Source: an optimization exercise on an open RTL-to-GDS flow (aim: a short achievable clock period and few clock cycles per item). Production flows keep margins and buffers that such runs may drop.
Function was checked by simulation only, so behaviour that the tests miss may differ from the original.
Power and IR drop assume default switching activity.

// armCore
module armCore (
  input  wire logic        clk,
  input  wire logic        rstN,
  output logic             wbCyc,
  output logic             wbStb,
  output logic [31:0]      wbAdr,
  input  wire logic [31:0] wbDatI,
  input  wire logic        wbAck,
  output logic             retireValid,
  output logic [3:0]       retireReg,
  output logic [31:0]      retireData,
  output logic [3:0]       flags
);
export LEC_CHECK = 0
export ABC_CLOCK_PERIOD_IN_PS = 1500
export CAP_MARGIN = 30
export CORE_MARGIN = 2
export CORE_UTILIZATION = 50
export SLEW_MARGIN = 30
create_clock -name core_clock -period 9.0 [get_ports {clk}]
standard.sh (not shown) runs the stock make flow with config.mk's settings and CLKGATE_MAP_FILE= SYNTH_SCRIPT=/design/flow/synth_recipe.tcl, a recipe that flattens the netlist after the stock synthesis.
==> flow/flow/run.sh <==
#!/bin/bash
set -euo pipefail
bash standard.sh SETUP_SLACK_MARGIN=${MARGIN:-6.35} finish > orfs_make.log 2>&1
Testbench counts at the start, summed over its fixed seeds: cycles 19,675, instrs 9,600.
Edit:
--- a/flow/design.v
+++ b/flow/design.v
@@ -121,18 +121,16 @@
   end
   assign subF = wbDatI[24:21] == 4'd2;
   logic        irV;
   logic        irPJ;
   logic [31:0] irQ;
   logic [31:0] irPc4;
   logic [31:0] immB;
   logic [15:0] rnSel;     
-  logic [31:0] jA;        
-  logic [31:0] jB;
   logic [31:0] jOp;       
   logic        jCin;
   logic        xV;
   logic        xPJ;
   logic        xJS;       
   logic [31:0] xJT;
   logic        lateQ;     
   logic        lateTk;
@@ -158,16 +156,18 @@
   logic        cin;
   logic [32:0] sum;
   logic [31:0] res;
   logic        ovf;
   logic        take;
   logic        resolve;
   logic        resolveN;
   assign take    = xV && condOk(xCond, nQ, zf, cQ, vQ);
+  logic        rfWe;
+  assign rfWe = take && xWr && xRd != 4'hF;
   assign resolve  = xV && xPJ && xJS;
   assign resolveN = xV && xPJ && !xJS;
   logic [31:0] pl;
   logic [32:0] carry;
   assign cin = xCsel[1] ? cQ : xCsel[0];
   always_comb
   begin
     if (xArith)
@@ -222,17 +222,17 @@
   logic [31:0] otherX;
   logic [31:0] otherY;
   assign op  = irQ[24:21];
   assign rn  = irQ[19:16];
   always_comb
   begin
     rfv = {32{rnSel[15]}} & irPc4;
     for (int k = 0; k < 15; k++)
-      rfv = rfv | ({32{rnSel[k] & rfOk[k]}} & rf[k]);
+      rfv = rfv | ({32{rnSel[k]}} & rf[k]);
   end
   assign fwd = take && xWr && (xRd == rn);
   always_comb
   begin
     swap  = 1'b0;
     invB  = 1'b0;
     arith = 1'b1;
     lsel  = 2'd0;
@@ -271,41 +271,46 @@
   assign irCondOk    = condOk(irQ[31:28], nQ, zf, cQ, vQ);
   assign logicOp     = op[3:2] == 2'b11 || op[3:1] == 3'b000;
   assign pcAddSub    = rn == 4'hF && (op == 4'd4 || op == 4'd2);
   assign simpleJ     = (logicOp && (rn == 4'hF || !(xV && xWr && xRd == rn))) || pcAddSub;
   assign early       = irV && irPJ && flagsStable && (simpleJ || !irCondOk);
   assign earlyTake   = irCondOk && simpleJ;
   assign jAdd        = ksAdd(irPc4, jOp, jCin);
   assign jSum        = jAdd[31:0];
-  assign jLogic = (rfv & jA) ^ jB;
+  always_comb
+  begin
+    case (op)
+      4'd0:    jLogic = rfv & immB;
+      4'd1:    jLogic = rfv ^ immB;
+      4'd12:   jLogic = rfv | immB;
+      4'd13:   jLogic = immB;
+      4'd14:   jLogic = rfv & ~immB;
+      default: jLogic = ~immB;
+    endcase
+  end
   assign jTarget = logicOp ? jLogic : jSum;
   logic        stbNext;
   logic [31:0] adrNext;
-  logic [31:0] adrRest;
-  logic        selJL;
-  logic        selJS;
-  assign selJL = early && earlyTake && logicOp;
-  assign selJS = early && earlyTake && !logicOp;
   always_comb
   begin
     stbNext = stbQ;
     if (fire)
       stbNext = !potJ;
     else if (!jwQ || resolve || early || lateQ)
       stbNext = 1'b1;
-    adrRest = adrQ;
+    adrNext = adrQ;
     if (fire)
-      adrRest = adrInc;
+      adrNext = adrInc;
+    else if (early && earlyTake)
+      adrNext = jTarget;
     else if (resolve && take)
-      adrRest = xJT;
+      adrNext = xJT;
     else if (lateQ && lateTk)
-      adrRest = resQ;
-    adrNext = ({32{selJL}} & jLogic) | ({32{selJS}} & jSum) |
-              ({32{!(selJL || selJS)}} & adrRest);
+      adrNext = resQ;
   end
   logic        wbStbQ;
   logic [31:0] wbAdrQ;
   always_ff @(posedge clk or negedge rstN)
   begin
     if (!rstN)
     begin
       wbStbQ <= 1'b0;
@@ -355,45 +360,36 @@
     end
   end
   always_ff @(posedge clk)
   begin
     irQ   <= wbDatI;
     irPJ  <= potJ;
     irPc4 <= adrInc;
     immB  <= immF;
-    for (int k = 0; k < 16; k++)
-      rnSel[k] <= wbDatI[19:16] == k;
+    rnSel[15] <= wbDatI[19:16] == 4'hF;
+    for (int k = 0; k < 15; k++)
+      rnSel[k] <= wbDatI[19:16] == k && (rfOk[k] || (rfWe && xRd == k));
     jOp   <= subF ? ~immF : immF;
-    case (wbDatI[24:21])
-      4'd0:    begin jA <= immF;      jB <= 32'b0; end    
-      4'd1:    begin jA <= '1;        jB <= immF;  end    
-      4'd12:   begin jA <= ~immF;     jB <= immF;  end    
-      4'd13:   begin jA <= 32'b0;     jB <= immF;  end    
-      4'd14:   begin jA <= ~immF;     jB <= 32'b0; end    
-      default: begin jA <= 32'b0;     jB <= ~immF; end    
-    endcase
     jCin  <= subF;
     xPJ    <= irPJ && !early;
     xJS    <= simpleJ;
     xJT    <= jTarget;
     if (xV)
       resQ <= res;
     xX     <= (fwd && !swap) ? res : otherX;
     xY     <= (fwd && swap) ? ~res : otherY;
     xCond  <= irQ[31:28];
     xS     <= irQ[20];
     xWr    <= irQ[24:23] != 2'b10;
     xRd    <= irQ[15:12];
     xArith <= arith;
     xLsel  <= lsel;
     xCsel  <= csel;
   end
-  logic rfWe;
-  assign rfWe = take && xWr && xRd != 4'hF;
   for (genvar k = 0; k < 15; k++)
   begin : gRf
     always_ff @(posedge clk)
     begin
       if (rfWe && xRd == k)
         rf[k] <= res;
     end
   end
=> The changed run completed without violations; final area shrinks by 1.1%; fmax climbs by 3.0%; total power decreases by 4.6%; die area shrinks by 0.58%; non-clock buffer count goes down by 18; clock-buffer cell count went up by 7; setup slack gains 95 ps; via count is higher by about 1.5%; area after synthesis went down by 0.59%; cell count goes down by about 1.3%; wire length falls by 1.9%; synthesized cell count is about the same.
Testbench counts after the change, summed over its fixed seeds: cycles 19,675, instrs 9,600.

* * *

The RTL this note starts from:
==> flow/design.v <==
`timescale 1ns/100ps
`default_nettype none
package corePkg;
  typedef enum logic [4:0] {
    AluAnd     = 5'd0,
    AluEor     = 5'd1,
    AluSub     = 5'd2,
    AluRsb     = 5'd3,
    AluAdd     = 5'd4,
    AluAdc     = 5'd5,
    AluSbc     = 5'd6,
    AluRsc     = 5'd7,
    AluTst     = 5'd8,
    AluTeq     = 5'd9,
    AluCmp     = 5'd10,
    AluCmn     = 5'd11,
    AluOrr     = 5'd12,
    AluMov     = 5'd13,
    AluBic     = 5'd14,
    AluMvn     = 5'd15,
    AluAddFour = 5'd16
  } aluOpE;
  typedef enum logic [1:0] {
    StFetch,
    StMemRead,
    StDecode,
    StExecute
  } microStateE;
  typedef enum logic [3:0] {
    CondEq, CondNe, CondCs, CondCc, CondMi, CondPl, CondVs, CondVc,
    CondHi, CondLs, CondGe, CondLt, CondGt, CondLe, CondAl
  } condCodeE;
  typedef struct packed {
    logic n;
    logic z;
    logic c;
    logic v;
  } flagsT;
endpackage
`default_nettype wire
`timescale 1ns/100ps
`default_nettype none
module armCore (
  input  wire logic        clk,
  input  wire logic        rstN,
  output logic             wbCyc,
  output logic             wbStb,
  output logic [31:0]      wbAdr,
  input  wire logic [31:0] wbDatI,
  input  wire logic        wbAck,
  output logic             retireValid,
  output logic [3:0]       retireReg,
  output logic [31:0]      retireData,
  output logic [3:0]       flags
);
  function automatic logic condOk(input logic [3:0] cc, input logic n, input logic z,
                                  input logic c, input logic v);
    case (cc)
      4'd0:  condOk = z;
      4'd1:  condOk = !z;
      4'd2:  condOk = c;
      4'd3:  condOk = !c;
      4'd4:  condOk = n;
      4'd5:  condOk = !n;
      4'd6:  condOk = v;
      4'd7:  condOk = !v;
      4'd8:  condOk = c && !z;
      4'd9:  condOk = !c || z;
      4'd10: condOk = n == v;
      4'd11: condOk = n != v;
      4'd12: condOk = !z && (n == v);
      4'd13: condOk = z || (n != v);
      4'd14: condOk = 1'b1;
      default: condOk = 1'b0;
    endcase
  endfunction
  function automatic logic [32:0] ksCarry(input logic [31:0] g, input logic [31:0] p,
                                          input logic ci);
    logic [31:0] gg;
    logic [31:0] pp;
    gg = g;
    pp = p;
    for (int d = 1; d < 32; d = d * 2)
      for (int i = 31; i >= d; i--)
      begin
        gg[i] = gg[i] | (pp[i] & gg[i-d]);
        pp[i] = pp[i] & pp[i-d];
      end
    ksCarry = {gg | (pp & {32{ci}}), ci};
  endfunction
  function automatic logic [32:0] ksAdd(input logic [31:0] a, input logic [31:0] b,
                                        input logic ci);
    logic [32:0] c;
    c = ksCarry(a & b, a ^ b, ci);
    ksAdd = {c[32], a ^ b ^ c[31:0]};
  endfunction
  function automatic logic sumZero(input logic [31:0] a, input logic [31:0] b,
                                   input logic ci);
    sumZero = &(~(a ^ b ^ {a[30:0] | b[30:0], ci}));
  endfunction
  logic        stbQ;
  logic        jwQ;       
  logic [31:0] adrQ;
  logic [31:0] adrInc;
  logic        fire;
  logic        potJ;
  assign fire   = stbQ & wbAck;
  assign adrInc = adrQ + 32'd4;
  assign potJ   = (wbDatI[15:12] == 4'hF) && (wbDatI[24:23] != 2'b10) &&
                  (wbDatI[31:28] != 4'hF);
  logic [15:0] immW;
  logic [31:0] immF;
  logic        subF;
  assign immW = {wbDatI[7:0], 8'b0} >> {wbDatI[9:8], 1'b0};
  always_comb
  begin
    case (wbDatI[11:10])
      2'd0: immF = {immW[7:0], 16'b0, immW[15:8]};
      2'd1: immF = {immW[15:8], immW[7:0], 16'b0};
      2'd2: immF = {8'b0, immW[15:8], immW[7:0], 8'b0};
      default: immF = {16'b0, immW[15:8], immW[7:0]};
    endcase
  end
  assign subF = wbDatI[24:21] == 4'd2;
  logic        irV;
  logic        irPJ;
  logic [31:0] irQ;
  logic [31:0] irPc4;
  logic [31:0] immB;
  logic [15:0] rnSel;     
  logic [31:0] jOp;       
  logic        jCin;
  logic        xV;
  logic        xPJ;
  logic        xJS;       
  logic [31:0] xJT;
  logic        lateQ;     
  logic        lateTk;
  logic [31:0] resQ;
  logic [31:0] xX;
  logic [31:0] xY;
  logic [3:0]  xCond;
  logic        xS;
  logic        xWr;
  logic [3:0]  xRd;
  logic        xArith;
  logic [1:0]  xLsel;
  logic [1:0]  xCsel;
  logic [14:0][31:0] rf;
  logic [14:0] rfOk;
  logic        nQ;
  logic        cQ;
  logic        vQ;
  logic        zf;
  logic        zNext;
  logic        cin;
  logic [32:0] sum;
  logic [31:0] res;
  logic        ovf;
  logic        take;
  logic        resolve;
  logic        resolveN;
  assign take    = xV && condOk(xCond, nQ, zf, cQ, vQ);
  assign resolve  = xV && xPJ && xJS;
  assign resolveN = xV && xPJ && !xJS;
  logic [31:0] pl;
  logic [32:0] carry;
  assign cin = xCsel[1] ? cQ : xCsel[0];
  always_comb
  begin
    if (xArith)
      pl = xX ^ xY;
    else
    begin
      case (xLsel)
        2'd0: pl = xX & xY;
        2'd1: pl = xX ^ xY;
        2'd2: pl = xX | xY;
        default: pl = xY;
      endcase
    end
  end
  assign carry = ksCarry(xX & xY & {32{xArith}}, xX ^ xY, cin);
  assign res   = pl ^ carry[31:0];
  assign sum   = {carry[32], res};
  assign ovf   = (xX[31] == xY[31]) && (res[31] != xX[31]);
  assign zNext = xArith ? sumZero(xX, xY, cin) : ~|pl;
  logic [3:0]  op;
  logic [3:0]  rn;
  logic [31:0] rfv;
  logic        fwd;
  logic        swap;
  logic        invB;
  logic        arith;
  logic [1:0]  lsel;
  logic [1:0]  csel;
  logic [31:0] otherX;
  logic [31:0] otherY;
  assign op  = irQ[24:21];
  assign rn  = irQ[19:16];
  always_comb
  begin
    rfv = {32{rnSel[15]}} & irPc4;
    for (int k = 0; k < 15; k++)
      rfv = rfv | ({32{rnSel[k] & rfOk[k]}} & rf[k]);
  end
  assign fwd = take && xWr && (xRd == rn);
  always_comb
  begin
    swap  = 1'b0;
    invB  = 1'b0;
    arith = 1'b1;
    lsel  = 2'd0;
    csel  = 2'd0;
    case (op)
      4'd0, 4'd8:  begin arith = 1'b0; lsel = 2'd0; end
      4'd1, 4'd9:  begin arith = 1'b0; lsel = 2'd1; end
      4'd2, 4'd10: begin invB = 1'b1; csel = 2'd1; end
      4'd3:        begin swap = 1'b1; csel = 2'd1; end
      4'd4, 4'd11: ;
      4'd5:        csel = 2'd2;
      4'd6:        begin invB = 1'b1; csel = 2'd2; end
      4'd7:        begin swap = 1'b1; csel = 2'd2; end
      4'd12:       begin arith = 1'b0; lsel = 2'd2; end
      4'd13:       begin arith = 1'b0; lsel = 2'd3; end
      4'd14:       begin arith = 1'b0; lsel = 2'd0; invB = 1'b1; end
      default:     begin arith = 1'b0; lsel = 2'd3; invB = 1'b1; end
    endcase
  end
  assign otherX = swap ? immB : rfv;
  assign otherY = swap ? ~rfv : (invB ? ~immB : immB);
  logic        flagsStable;
  logic        irCondOk;
  logic        logicOp;
  logic        pcAddSub;
  logic        simpleJ;
  logic        early;
  logic        earlyTake;
  logic [31:0] jLogic;
  logic [31:0] jSum;
  logic [31:0] jTarget;
  logic [32:0] jAdd;
  assign flagsStable = !(xV && xS) || irQ[31:28] == 4'hE;
  assign irCondOk    = condOk(irQ[31:28], nQ, zf, cQ, vQ);
  assign logicOp     = op[3:2] == 2'b11 || op[3:1] == 3'b000;
  assign pcAddSub    = rn == 4'hF && (op == 4'd4 || op == 4'd2);
  assign simpleJ     = (logicOp && (rn == 4'hF || !(xV && xWr && xRd == rn))) || pcAddSub;
  assign early       = irV && irPJ && flagsStable && (simpleJ || !irCondOk);
  assign earlyTake   = irCondOk && simpleJ;
  assign jAdd        = ksAdd(irPc4, jOp, jCin);
  assign jSum        = jAdd[31:0];
  always_comb
  begin
    case (op)
      4'd0:    jLogic = rfv & immB;
      4'd1:    jLogic = rfv ^ immB;
      4'd12:   jLogic = rfv | immB;
      4'd13:   jLogic = immB;
      4'd14:   jLogic = rfv & ~immB;
      default: jLogic = ~immB;
    endcase
  end
  assign jTarget = logicOp ? jLogic : jSum;
  logic        stbNext;
  logic [31:0] adrNext;
  always_comb
  begin
    stbNext = stbQ;
    if (fire)
      stbNext = !potJ;
    else if (!jwQ || resolve || early || lateQ)
      stbNext = 1'b1;
    adrNext = adrQ;
    if (fire)
      adrNext = adrInc;
    else if (early && earlyTake)
      adrNext = jTarget;
    else if (resolve && take)
      adrNext = xJT;
    else if (lateQ && lateTk)
      adrNext = resQ;
  end
  logic        wbStbQ;
  logic [31:0] wbAdrQ;
  always_ff @(posedge clk or negedge rstN)
  begin
    if (!rstN)
    begin
      wbStbQ <= 1'b0;
    end
    else
    begin
      wbStbQ <= fire ? !potJ : (stbQ || !jwQ || resolve || early || lateQ);
    end
  end
  always_ff @(posedge clk)
  begin
    if (lateQ && lateTk)
      wbAdrQ <= resQ;
    else if (resolve && take)
      wbAdrQ <= xJT;
    else if (early && earlyTake)
      wbAdrQ <= jTarget;
    else if (fire)
      wbAdrQ <= adrInc;
    else
      wbAdrQ <= adrQ;
  end
  always_ff @(posedge clk or negedge rstN)
  begin
    if (!rstN)
    begin
      stbQ <= 1'b0;
      jwQ  <= 1'b0;
      adrQ <= 32'b0;
      irV  <= 1'b0;
      xV   <= 1'b0;
      lateQ  <= 1'b0;
      lateTk <= 1'b0;
    end
    else
    begin
      if (fire && potJ)
        jwQ <= 1'b1;
      else if (resolve || early || lateQ)
        jwQ <= 1'b0;
      lateQ  <= resolveN;
      lateTk <= take;
      adrQ <= adrNext;
      stbQ <= stbNext;
      irV <= fire;
      xV  <= irV;
    end
  end
  always_ff @(posedge clk)
  begin
    irQ   <= wbDatI;
    irPJ  <= potJ;
    irPc4 <= adrInc;
    immB  <= immF;
    for (int k = 0; k < 16; k++)
      rnSel[k] <= wbDatI[19:16] == k;
    jOp   <= subF ? ~immF : immF;
    jCin  <= subF;
    xPJ    <= irPJ && !early;
    xJS    <= simpleJ;
    xJT    <= jTarget;
    if (xV)
      resQ <= res;
    xX     <= (fwd && !swap) ? res : otherX;
    xY     <= (fwd && swap) ? ~res : otherY;
    xCond  <= irQ[31:28];
    xS     <= irQ[20];
    xWr    <= irQ[24:23] != 2'b10;
    xRd    <= irQ[15:12];
    xArith <= arith;
    xLsel  <= lsel;
    xCsel  <= csel;
  end
  logic rfWe;
  assign rfWe = take && xWr && xRd != 4'hF;
  for (genvar k = 0; k < 15; k++)
  begin : gRf
    always_ff @(posedge clk)
    begin
      if (rfWe && xRd == k)
        rf[k] <= res;
    end
  end
  always_ff @(posedge clk or negedge rstN)
  begin
    if (!rstN)
      rfOk <= '0;
    else if (rfWe)
      rfOk[xRd] <= 1'b1;
  end
  always_ff @(posedge clk or negedge rstN)
  begin
    if (!rstN)
    begin
      nQ <= 1'b0;
      cQ <= 1'b0;
      vQ <= 1'b0;
      zf <= 1'b0;
    end
    else if (take && xS)
    begin
      nQ <= res[31];
      zf <= zNext;
      if (xArith)
      begin
        cQ <= sum[32];
        vQ <= ovf;
      end
    end
  end
  logic        retVQ;
  logic [3:0]  retRegQ;
  logic [31:0] retDataQ;
  logic [3:0]  flagsQ;
  always_ff @(posedge clk or negedge rstN)
  begin
    if (!rstN)
    begin
      retVQ  <= 1'b0;
      flagsQ <= 4'b0;
    end
    else
    begin
      retVQ  <= take && xWr;
      flagsQ <= {nQ, zf, cQ, vQ};
    end
  end
  always_ff @(posedge clk)
  begin
    retRegQ  <= xRd;
    retDataQ <= res;
  end
  assign wbStb       = wbStbQ;
  assign wbCyc       = wbStbQ;
  assign wbAdr       = wbAdrQ;
  assign retireValid = retVQ;
  assign retireReg   = retRegQ;
  assign retireData  = retDataQ;
  assign flags       = flagsQ;
endmodule
`default_nettype wire
clock: 9.0 ns
lec_check: 0
abc_clock_period_in_ps: 2000
cap_margin: 30
core_margin: 2
core_utilization: 45
slew_margin: 30
==> flow/flow/run.sh <==
#!/bin/bash
set -euo pipefail
bash standard.sh SETUP_SLACK_MARGIN=${MARGIN:-6.2} finish > orfs_make.log 2>&1
Testbench counts at the start, summed over its fixed seeds: cycles 19,824, instrs 9,600.
Next try:
--- a/flow/design.v
+++ b/flow/design.v
@@ -129,17 +129,12 @@
   logic [31:0] immB;
   logic [15:0] rnSel;     
   logic [31:0] jOp;       
   logic        jCin;
   logic        xV;
   logic        xPJ;
-  logic        xJS;       
-  logic [31:0] xJT;
-  logic        lateQ;     
-  logic        lateTk;
-  logic [31:0] resQ;
   logic [31:0] xX;
   logic [31:0] xY;
   logic [3:0]  xCond;
   logic        xS;
   logic        xWr;
   logic [3:0]  xRd;
@@ -156,16 +151,14 @@
   logic        cin;
   logic [32:0] sum;
   logic [31:0] res;
   logic        ovf;
   logic        take;
   logic        resolve;
-  logic        resolveN;
   assign take    = xV && condOk(xCond, nQ, zf, cQ, vQ);
-  assign resolve  = xV && xPJ && xJS;
-  assign resolveN = xV && xPJ && !xJS;
+  assign resolve = xV && xPJ;
   logic [31:0] pl;
   logic [32:0] carry;
   assign cin = xCsel[1] ? cQ : xCsel[0];
   always_comb
   begin
     if (xArith)
@@ -265,70 +258,60 @@
   logic [31:0] adrNext;
   always_comb
   begin
     stbNext = stbQ;
     if (fire)
       stbNext = !potJ;
-    else if (!jwQ || resolve || early || lateQ)
+    else if (!jwQ || resolve || early)
       stbNext = 1'b1;
     adrNext = adrQ;
     if (fire)
       adrNext = adrInc;
     else if (early && earlyTake)
       adrNext = jTarget;
     else if (resolve && take)
-      adrNext = xJT;
-    else if (lateQ && lateTk)
-      adrNext = resQ;
+      adrNext = res;
   end
   logic        wbStbQ;
   logic [31:0] wbAdrQ;
   always_ff @(posedge clk or negedge rstN)
   begin
     if (!rstN)
     begin
       wbStbQ <= 1'b0;
+      wbAdrQ <= 32'b0;
     end
     else
     begin
-      wbStbQ <= fire ? !potJ : (stbQ || !jwQ || resolve || early || lateQ);
+      wbStbQ <= fire ? !potJ : (stbQ || !jwQ || resolve || early);
+      if (resolve && take)
+        wbAdrQ <= res;
+      else if (early && earlyTake)
+        wbAdrQ <= jTarget;
+      else if (fire)
+        wbAdrQ <= adrInc;
+      else
+        wbAdrQ <= adrQ;
     end
   end
-  always_ff @(posedge clk)
-  begin
-    if (lateQ && lateTk)
-      wbAdrQ <= resQ;
-    else if (resolve && take)
-      wbAdrQ <= xJT;
-    else if (early && earlyTake)
-      wbAdrQ <= jTarget;
-    else if (fire)
-      wbAdrQ <= adrInc;
-    else
-      wbAdrQ <= adrQ;
-  end
   always_ff @(posedge clk or negedge rstN)
   begin
     if (!rstN)
     begin
       stbQ <= 1'b0;
       jwQ  <= 1'b0;
       adrQ <= 32'b0;
       irV  <= 1'b0;
       xV   <= 1'b0;
-      lateQ  <= 1'b0;
-      lateTk <= 1'b0;
     end
     else
     begin
       if (fire && potJ)
         jwQ <= 1'b1;
-      else if (resolve || early || lateQ)
+      else if (resolve || early)
         jwQ <= 1'b0;
-      lateQ  <= resolveN;
-      lateTk <= take;
       adrQ <= adrNext;
       stbQ <= stbNext;
       irV <= fire;
       xV  <= irV;
     end
   end
@@ -340,16 +323,12 @@
     immB  <= immF;
     for (int k = 0; k < 16; k++)
       rnSel[k] <= wbDatI[19:16] == k;
     jOp   <= subF ? ~immF : immF;
     jCin  <= subF;
     xPJ    <= irPJ && !early;
-    xJS    <= simpleJ;
-    xJT    <= jTarget;
-    if (xV)
-      resQ <= res;
     xX     <= (fwd && !swap) ? res : otherX;
     xY     <= (fwd && swap) ? ~res : otherY;
     xCond  <= irQ[31:28];
     xS     <= irQ[20];
     xWr    <= irQ[24:23] != 2'b10;
     xRd    <= irQ[15:12];
The changed run completed without violations; final area is lower by 3.5%; sequential share of layout area is lower by 1.3 points; worst setup slack is worse by 45 ps; cell count is lower by 5.6%; sequential power is lower by 7.2%; power is lower by 5.1%; global-route usage stays flat; count of clock-buffer cells in the layout is lower by 8; hold slack is about the same.
Testbench counts after the change, summed over its fixed seeds: cycles 19,800, instrs 9,600.

-- re-timing with driven ports --
How much do the figures lean on ideal ports? The routed layouts below were timed once more, with nothing changed but the port constraints. Step 1, drivers: a clkbuf_16 drives clk and a buf_2 each remaining input, both assumed. Step 2 times the ports against the registers' clock, not the clock port: input delays grow and output delays shrink by t, the midpoint of the rising clock arrivals with the driver on. Three values: no drivers, after step 1, after step 2; two values: the first two.
run | shift t [ns] | slack for setup (ns) | hold WS [ns] | worst setup path after step 2 | worst data-port slew with drivers (ns)
the first run of note 1 | 0.757 | 5.790 / 5.790 / 5.416 | 0.326 / 0.326 / 0.326 | input to register | 0.11
the second run of note 1 | 0.740 | 5.884 / 5.884 / 5.499 | 0.325 / 0.325 / 0.325 | input to register | 0.07
the first run of note 2 | 0.740 | 5.955 / 5.895 / 5.251 | 0.324 / 0.324 / 0.324 | input to register | 0.15
the second run of note 2 | 0.733 | 5.910 / 5.845 / 5.528 | 0.326 / 0.326 / 0.326 | input to register | 0.11
After both steps setup and hold are still met in every run listed. The setup slack of the first run of note 2, which loses most, moves by -0.060 ns with the drivers and by -0.704 ns with both steps.
